Source: an optimization exercise on an open RTL-to-GDS flow (aim: small area and a short achievable clock period). Production flows keep margins and buffers that such runs may drop.
Function was checked by simulation only, so behaviour that the tests miss may differ from the original.
Power is estimated from default activity; no workload was simulated.

==> flow/design.v <==
package dma_pkg;
    localparam int addr_w     = 32;
    localparam int data_w     = 64;
    localparam int beat_bytes = data_w / 8;
    localparam int pixel_w = 24;
    localparam int burst_len   = 16;
    localparam int burst_bytes = burst_len * beat_bytes;
    localparam int image_w = 16;
    localparam int image_h = 4;
    localparam int frame_bytes = image_w * image_h * beat_bytes;
    localparam int buff_num = 3;
    localparam int fifo_depth = 64;
    typedef logic [data_w-1:0] beat_t;
    typedef logic [addr_w-1:0] addr_t;
    typedef logic [1:0] slot_t;
    typedef logic [$clog2(burst_len+1)-1:0] beat_cnt_t;
    typedef logic [$clog2(fifo_depth+1)-1:0] level_t;
endpackage
module frame_sync (
    input  logic           M_AXI_ACLK,
    input  logic           M_AXI_ARESETN,
    input  logic           pre_vs,
    output logic           vs_rise,
    output logic           base_load,
    output dma_pkg::addr_t frame_base
);
    logic  vs_d;
    logic  vs_fall;
    dma_pkg::slot_t slot;
    dma_pkg::slot_t slot_next;
    always_ff @(posedge M_AXI_ACLK) begin
        if (!M_AXI_ARESETN) begin
            vs_d <= 1'b0;
        end else begin
            vs_d <= pre_vs;
        end
    end
    assign vs_rise = pre_vs && !vs_d;
    assign vs_fall = !pre_vs && vs_d;
    always_comb begin
        if (slot == dma_pkg::slot_t'(dma_pkg::buff_num - 1)) begin
            slot_next = '0;
        end else begin
            slot_next = slot + 1'b1;
        end
    end
    always_ff @(posedge M_AXI_ACLK) begin
        if (!M_AXI_ARESETN) begin
            slot       <= '0;
            frame_base <= '0;
        end else if (vs_fall) begin
            slot       <= slot_next;
            frame_base <= dma_pkg::addr_t'(slot_next) * dma_pkg::addr_t'(dma_pkg::frame_bytes);
        end
    end
    always_ff @(posedge M_AXI_ACLK) begin
        if (!M_AXI_ARESETN) begin
            base_load <= 1'b0;
        end else begin
            base_load <= vs_fall;
        end
    end
endmodule
module pixel_fifo #(
    parameter int depth = dma_pkg::fifo_depth
) (
    input  logic            M_AXI_ACLK,
    input  logic            M_AXI_ARESETN,
    input  logic            flush,
    input  logic            push,
    input  dma_pkg::beat_t  push_data,
    input  logic            pop,
    output dma_pkg::beat_t  head,
    output dma_pkg::level_t level
);
    localparam int ptr_w = (depth > 1) ? $clog2(depth) : 1;
    dma_pkg::beat_t            mem [depth];
    logic [ptr_w-1:0] wr_ptr;
    logic [ptr_w-1:0] rd_ptr;
    logic             full;
    logic             empty;
    logic             push_ok;
    logic             pop_ok;
    assign full    = (level == dma_pkg::level_t'(depth));
    assign empty   = (level == '0);
    assign push_ok = push && !full && !flush;
    assign pop_ok  = pop && !empty && !flush;
    assign head = empty ? '0 : mem[rd_ptr];
    always_ff @(posedge M_AXI_ACLK) begin
        if (push_ok) begin
            mem[wr_ptr] <= push_data;
        end
    end
    always_ff @(posedge M_AXI_ACLK) begin
        if (!M_AXI_ARESETN || flush) begin
            wr_ptr <= '0;
            rd_ptr <= '0;
            level  <= '0;
        end else begin
            if (push_ok) begin
                wr_ptr <= (wr_ptr == ptr_w'(depth - 1)) ? '0 : wr_ptr + 1'b1;
            end
            if (pop_ok) begin
                rd_ptr <= (rd_ptr == ptr_w'(depth - 1)) ? '0 : rd_ptr + 1'b1;
            end
            if (push_ok && !pop_ok) begin
                level <= level + 1'b1;
            end else if (pop_ok && !push_ok) begin
                level <= level - 1'b1;
            end
        end
    end
endmodule
module burst_ctrl #(
    parameter dma_pkg::addr_t wr_base_addr = 32'h0200_0000
) (
    input  logic            M_AXI_ACLK,
    input  logic            M_AXI_ARESETN,
    input  dma_pkg::level_t level,
    input  logic            wr_enable,
    input  logic            base_load,
    input  dma_pkg::addr_t  frame_base,
    input  logic            burst_end,
    input  logic            awready,
    output logic            awvalid,
    output dma_pkg::addr_t  awaddr,
    output logic            wr_req,
    output logic            wr_burst_now
);
    logic start;
    logic aw_hs;
    assign wr_req = (level >= dma_pkg::level_t'(dma_pkg::burst_len));
    assign start = wr_req && wr_enable && !wr_burst_now;
    assign aw_hs = awvalid && awready;
    always_ff @(posedge M_AXI_ACLK) begin
        if (!M_AXI_ARESETN) begin
            wr_burst_now <= 1'b0;
        end else if (burst_end) begin
            wr_burst_now <= 1'b0;
        end else if (start) begin
            wr_burst_now <= 1'b1;
        end
    end
    always_ff @(posedge M_AXI_ACLK) begin
        if (!M_AXI_ARESETN) begin
            awvalid <= 1'b0;
        end else if (aw_hs) begin
            awvalid <= 1'b0;
        end else if (start) begin
            awvalid <= 1'b1;
        end
    end
    always_ff @(posedge M_AXI_ACLK) begin
        if (!M_AXI_ARESETN) begin
            awaddr <= wr_base_addr;
        end else if (base_load) begin
            awaddr <= wr_base_addr + frame_base;
        end else if (aw_hs) begin
            awaddr <= awaddr + dma_pkg::addr_t'(dma_pkg::burst_bytes);
        end
    end
endmodule
module wdata_beat (
    input  logic M_AXI_ACLK,
    input  logic M_AXI_ARESETN,
    input  logic awvalid,
    input  logic awready,
    input  logic wready,
    output logic wvalid,
    output logic wlast,
    output logic pop,
    output logic burst_end
);
    dma_pkg::beat_cnt_t beat_cnt;
    logic      aw_hs;
    logic      w_hs;
    logic      on_last;
    assign aw_hs   = awvalid && awready;
    assign w_hs    = wvalid && wready;
    assign on_last = (beat_cnt == dma_pkg::beat_cnt_t'(dma_pkg::burst_len - 1));
    assign wlast = wvalid && on_last;
    assign pop = w_hs;
    assign burst_end = w_hs && on_last;
    always_ff @(posedge M_AXI_ACLK) begin
        if (!M_AXI_ARESETN) begin
            wvalid <= 1'b0;
        end else if (burst_end) begin
            wvalid <= 1'b0;
        end else if (aw_hs) begin
            wvalid <= 1'b1;
        end
    end
    always_ff @(posedge M_AXI_ACLK) begin
        if (!M_AXI_ARESETN) begin
            beat_cnt <= '0;
        end else if (burst_end) begin
            beat_cnt <= '0;
        end else if (w_hs) begin
            beat_cnt <= beat_cnt + 1'b1;
        end
    end
endmodule
module dma_frame_writer #(
    parameter dma_pkg::addr_t wr_base_addr = 32'h0200_0000
) (
    input  logic                             M_AXI_ACLK,
    input  logic                             M_AXI_ARESETN,
    output dma_pkg::addr_t                   m_axi_awaddr,
    output logic [7:0]                       m_axi_awlen,
    output logic [2:0]                       m_axi_awsize,
    output logic [1:0]                       m_axi_awburst,
    output logic                             m_axi_awvalid,
    input  logic                             m_axi_awready,
    output dma_pkg::beat_t                   m_axi_wdata,
    output logic [dma_pkg::beat_bytes-1:0]   m_axi_wstrb,
    output logic                             m_axi_wlast,
    output logic                             m_axi_wvalid,
    input  logic                             m_axi_wready,
    input  logic [1:0]                       m_axi_bresp,
    input  logic                             m_axi_bvalid,
    output logic                             m_axi_bready,
    input  logic                             pre_vs,
    input  logic                             pre_de,
    input  logic [dma_pkg::pixel_w-1:0]      pre_data,
    output logic                             wr_req,
    input  logic                             wr_enable,
    output logic                             wr_burst_now,
    output logic                             wr_burst_end
);
    logic   vs_rise;
    logic   base_load;
    dma_pkg::addr_t  frame_base;
    dma_pkg::beat_t  pixel_beat;
    logic   fifo_pop;
    dma_pkg::level_t fifo_level;
    assign m_axi_awlen   = 8'(dma_pkg::burst_len - 1);
    assign m_axi_awsize  = 3'($clog2(dma_pkg::beat_bytes));
    assign m_axi_awburst = 2'b01;
    assign m_axi_wstrb   = '1;
    assign pixel_beat = {{(dma_pkg::data_w - dma_pkg::pixel_w){1'b0}}, pre_data};
    always_ff @(posedge M_AXI_ACLK) begin
        if (!M_AXI_ARESETN) begin
            m_axi_bready <= 1'b0;
        end else begin
            m_axi_bready <= 1'b1;
        end
    end
    frame_sync u_frame_sync (
        .M_AXI_ACLK    (M_AXI_ACLK),
        .M_AXI_ARESETN (M_AXI_ARESETN),
        .pre_vs        (pre_vs),
        .vs_rise       (vs_rise),
        .base_load     (base_load),
        .frame_base    (frame_base)
    );
    pixel_fifo #(
        .depth (dma_pkg::fifo_depth)
    ) u_pixel_fifo (
        .M_AXI_ACLK    (M_AXI_ACLK),
        .M_AXI_ARESETN (M_AXI_ARESETN),
        .flush         (vs_rise),
        .push          (pre_de),
        .push_data     (pixel_beat),
        .pop           (fifo_pop),
        .head          (m_axi_wdata),
        .level         (fifo_level)
    );
    burst_ctrl #(
        .wr_base_addr (wr_base_addr)
    ) u_burst_ctrl (
        .M_AXI_ACLK    (M_AXI_ACLK),
        .M_AXI_ARESETN (M_AXI_ARESETN),
        .level         (fifo_level),
        .wr_enable     (wr_enable),
        .base_load     (base_load),
        .frame_base    (frame_base),
        .burst_end     (wr_burst_end),
        .awready       (m_axi_awready),
        .awvalid       (m_axi_awvalid),
        .awaddr        (m_axi_awaddr),
        .wr_req        (wr_req),
        .wr_burst_now  (wr_burst_now)
    );
    wdata_beat u_wdata_beat (
        .M_AXI_ACLK    (M_AXI_ACLK),
        .M_AXI_ARESETN (M_AXI_ARESETN),
        .awvalid       (m_axi_awvalid),
        .awready       (m_axi_awready),
        .wready        (m_axi_wready),
        .wvalid        (m_axi_wvalid),
        .wlast         (m_axi_wlast),
        .pop           (fifo_pop),
        .burst_end     (wr_burst_end)
    );
endmodule
==> flow/run.sh <==
#!/bin/bash
# synth_recipe.tcl (not shown) runs the flow's synth.tcl, then flattens the netlist and writes it again
# the make line also repeats each setting of config.mk as NAME=value (left out here)
make -C /OpenROAD-flow-scripts/flow DESIGN_CONFIG=/design/flow/config.mk WORK_HOME=/design/flow/orfs CLKGATE_MAP_FILE= SYNTH_SCRIPT=/design/flow/synth_recipe.tcl finish
==> flow/config.mk <==
export PLATFORM = sky130hd
export DESIGN_NAME = dma_frame_writer
export DESIGN_NICKNAME = dma_frame_writer
export VERILOG_FILES = /design/flow/design.v
export SDC_FILE = /design/flow/constraint.sdc
export NUM_CORES = 4
export LEC_CHECK = 0
export CAP_MARGIN = 20
export CORE_MARGIN = 2
export CORE_UTILIZATION = 40
export SLEW_MARGIN = 20
==> flow/constraint.sdc <==
create_clock -name core_clock -period 5.5 [get_ports {M_AXI_ACLK}]
set_input_delay 1.1000 -clock core_clock [delete_from_list [all_inputs] [get_ports {M_AXI_ACLK}]]
set_output_delay 1.1000 -clock core_clock [all_outputs]
set_load 0.01 [all_outputs]
==> summary.txt <==
## logic make-up (layout without fill, tap and decap cells)
kind of cell    count (synthesis)  after routing  synth area share
other cells                     2             68         0.0001202
xor+xnor                       31             31          0.004346
mux                           507            507            0.1530
buf+inv                       236            585           0.02377
compound gates                274            274           0.02940
fa+ha+maj                      12             12          0.002523
simple gates                  374            374           0.02840
flops                        1599           1599            0.7584
## per-stage QoR
step | setup slack [ps] | utilization | area (um^2) | instances
after floorplan | 1955 | - | 62730 | 3101
after global placement | 618.0 | 0.4264 | 66370 | 5203
after detailed placement | 562.9 | 0.4265 | 66390 | 5204
after CTS | 34.24 | 0.4609 | 71750 | 5501
after global routing | 12.99 | 0.4615 | 71830 | 5508
final | 126.3 | 0.4615 | 71830 | 5508
## registers in the layout, summed over array words and instances, names as in the netlist, 2 cells and up, named ones only
register                 cells
u_burst_ctrl.awaddr         25
u_frame_sync.frame_base      2
u_pixel_fifo.level           7
u_pixel_fifo.mem          1536
u_pixel_fifo.rd_ptr          6
u_pixel_fifo.wr_ptr          6
u_wdata_beat.beat_cnt        5
## repair_timing
action	4_1_cts	5_1_grt
resized for setup	2	5
setup endpoints to repair	10	4
setup buffers	1	7
## how the worst min path moves through the flow
stage	to	slack [ps]	startpoint	cells past startpoint
final	u_wdata_beat.beat_cnt[1]$_SDFFE_PP0P_	490	u_wdata_beat.beat_cnt[1]$_SDFFE_PP0P_	2
after detailed placement	u_wdata_beat.beat_cnt[1]$_SDFFE_PP0P_	480	u_wdata_beat.beat_cnt[1]$_SDFFE_PP0P_	2
after floorplan	u_wdata_beat.beat_cnt[1]$_SDFFE_PP0P_	450	u_wdata_beat.beat_cnt[1]$_SDFFE_PP0P_	2
after global routing	u_pixel_fifo.level[3]$_SDFFE_PP0P_	540	u_pixel_fifo.level[3]$_SDFFE_PP0P_	2
after global placement	u_wdata_beat.beat_cnt[1]$_SDFFE_PP0P_	470	u_wdata_beat.beat_cnt[1]$_SDFFE_PP0P_	2
after CTS	u_wdata_beat.beat_cnt[1]$_SDFFE_PP0P_	490	u_wdata_beat.beat_cnt[1]$_SDFFE_PP0P_	2
## cells in the mapped netlist, types with 30 or more instances
master / instances
a21oi_1: 56
a22oi_1: 39
buf_2: 41
buf_4: 110
clkbuf_1: 49
dfxtp_1: 63
edfxtp_1: 1536
mux2i_1: 135
mux4_2: 357
nand2_1: 74
nor2_1: 172
o21ai_0: 30
## power groups by stage
stage	combinational, mW	clock (mW)	sequential (mW)
2_1_floorplan	0.287	0	13.6
3_3_place_gp	0.752	0	13.6
3_5_place_dp	0.763	0	13.6
4_1_cts	0.766	11.2	13.4
5_1_grt	0.813	11.6	13.4
6_report	0.768	11.0	13.4
## metal layers
metal / share of wire / GRT usage
met5: 0 / 0
met4: 0.023 / 0.05364
met3: 0.079 / 0.03327
met2: 0.47 / 0.3209
met1: 0.42 / 0.2985
## critical path, delay by kind of cell, from the launching register on
family / cells / cell delay (ps)
buffers and inverters: 2 / 900
muxes: 2 / 360
AOI/OAI and AO/OA: 3 / 1460
DFF: 1 / 770
## area by class of cell
cell class	instances	area, um^2	share of cell area
Sequential cell	1599	47400	0.6599
Clock inverter	105	1130	0.01573
Timing Repair Buffer	278	2447	0.03407
Clock buffer	191	4184	0.05825
Inverter	11	41.29	0.0005748
Tap cell	2058	2575	0.03585
Multi-Input combinational cell	1266	14050	0.1956
==> results.sh <==
export IMPL_p_leak_nw=21.72
export IMPL_path_max_fanout=37
export IMPL_mostFrequentLayoutCell="edfxtp_1"
export IMPL_final_max_slew_viol_count=0
export IMPL_cp_data_required_time_ps=4400
export IMPL_intPower_mw=19.75
export IMPL_tns_ps=0
export IMPL_synthFlopType="edfxtp_1"
export IMPL_rsz0062_at_grt="false"
export IMPL_hold_violations=0
export IMPL_cts_hold_buf=0
export IMPL_num_vias=31410
export IMPL_synth_seq_cells=1599
export IMPL_arrival_ps=4270
export IMPL_synth_edf_count=1536
export IMPL_cts_max_level=4
export IMPL_die_area_um2=159400
export IMPL_worstSetupEndpointType="output pin"
export IMPL_grt_max_degree=72
export IMPL_syn2layout_area_growth_pct=14.97
export IMPL_synth_async_reset_ratio=0
export IMPL_critPathMaxStageDelay_ps=770
export IMPL_clock_latency_ps=810
export IMPL_p_clk_frac=0.437
export IMPL_num_antenna_cells=0
export IMPL_syn_instance_count=3035
export IMPL_routedWlPerCell_um=29.79
export IMPL_die_y_um=399.2
export IMPL_gp_congestion=0.7900
export IMPL_avgSynthCellArea_um2=20.59
export IMPL_start_util=0.4014
export IMPL_drt_vias_per_instance=5.703
export IMPL_fmax_mhz=186.1
export IMPL_power_density_nw_per_um2=349.8
export IMPL_synth_area_top_cells="edfxtp_1 (74%), mux4_2 (13%), mux2i_1 (2.2%)"
export IMPL_grt_pass1_vias=30150
export IMPL_max_cap_viol_count=0
export IMPL_cp_slowest_cell="dfxtp_4"
export IMPL_cts_tree="done"
export IMPL_drt_pass1_iter_count=5
export IMPL_whs_ps=486.6
export IMPL_die_w_um=399.2
export IMPL_synth_top_cell_area_share=0.7382
export IMPL_final_cell_mix="edfxtp_1 (1,536), mux4_2 (357), buf_4 (170), clkbuf_16 (163), mux2i_1 (135)"
export IMPL_grt_overflow_total=0
export IMPL_r2r_slack_ps=1660
export IMPL_drt_wl_total_mm=164.1
export IMPL_finalPower_mw=25.13
export IMPL_layout_drive_gt1_share=0.2626
export IMPL_synth_warnings=5
export IMPL_maxSlewHeadroom=0.3563
export IMPL_reg2reg_depth=14
export IMPL_num_nets_final=3365
export IMPL_clockBufferDepth=3
export IMPL_netSwitchingFraction=0.2141
export IMPL_r2r_start="u_pixel_fifo.level[0]$_SDFFE_PP0P_"
export IMPL_drc=0
export IMPL_worst_pin_slew_ps=963.3
export IMPL_outcome="no timing/DRC/antenna violations"
export IMPL_worstSetupEndpoint="m_axi_wdata[2]"
export IMPL_synth_cell_types=74
export IMPL_period_share=0.9770
export IMPL_synth_cell_area_um2=62480
export IMPL_hold_class="reg2reg"
export IMPL_min_period_ps=5374
export IMPL_start_kind="register"
export IMPL_port_buffers=86
export IMPL_pwr_share_seq=0.532
export IMPL_setup_viol=0
export IMPL_drt_iter0_drc=4194
export IMPL_grt_pass1_wl_mm=229.9
export IMPL_power_net_switching_mw=5.378
export IMPL_cts_inserted_buffers=163
export IMPL_fill_cells=13000
export IMPL_grt_usage=0.2045
export IMPL_combPwrFrac=0.031
export IMPL_cts_root_buffer="clkbuf_16"
export IMPL_critPathKind="reg2out"
export IMPL_post_dp_hpwl_mm=93.72
export IMPL_clock_sinks=1599
export IMPL_final_setup_skew_ps=69.54
export IMPL_crit_chain="buf_12 -> mux4_2 -> mux2i_1 -> a22oi_1 -> o2111ai_1 -> o21ai_1 -> clkdlybuf4s50_1"
export IMPL_peakVddDrop_mv=0.3528
export IMPL_coreArea_um2=155700
export IMPL_yosys_area_top_type="edfxtp_1"
export IMPL_antenna_left=0
export IMPL_antenna_found_initial=6
export IMPL_worstReg2RegEnd="u_pixel_fifo.level[6]$_SDFFE_PP0P_"
export IMPL_clk_pin_slew_worst_paths_ps=60
export IMPL_yosysSeqAreaShare=0.7584
export IMPL_io_pin_count=158
export IMPL_rows=145

port drivers added, routing unchanged:
Ports are ideal in the flow. The routed layout listed here was re-timed in OpenROAD. Step 1 assumes that a clkbuf_16 drives the clock port and a buf_2 every other input. Step 2 also shifts input and output timing later by t, the mid clock arrival at the registers, as if the neighbouring blocks saw the same clock. Slacks: ideal ports / drivers / drivers and shift; pairs: ideal ports / drivers.
t, ns: 0.857
setup slack, ns: 0.126 / 0.045 / 0.901
worst setup path after step 2: register to output
After both steps setup and hold are still met in this run. The setup slack of this run moves by -0.081 ns with the drivers and by +0.775 ns with both steps.
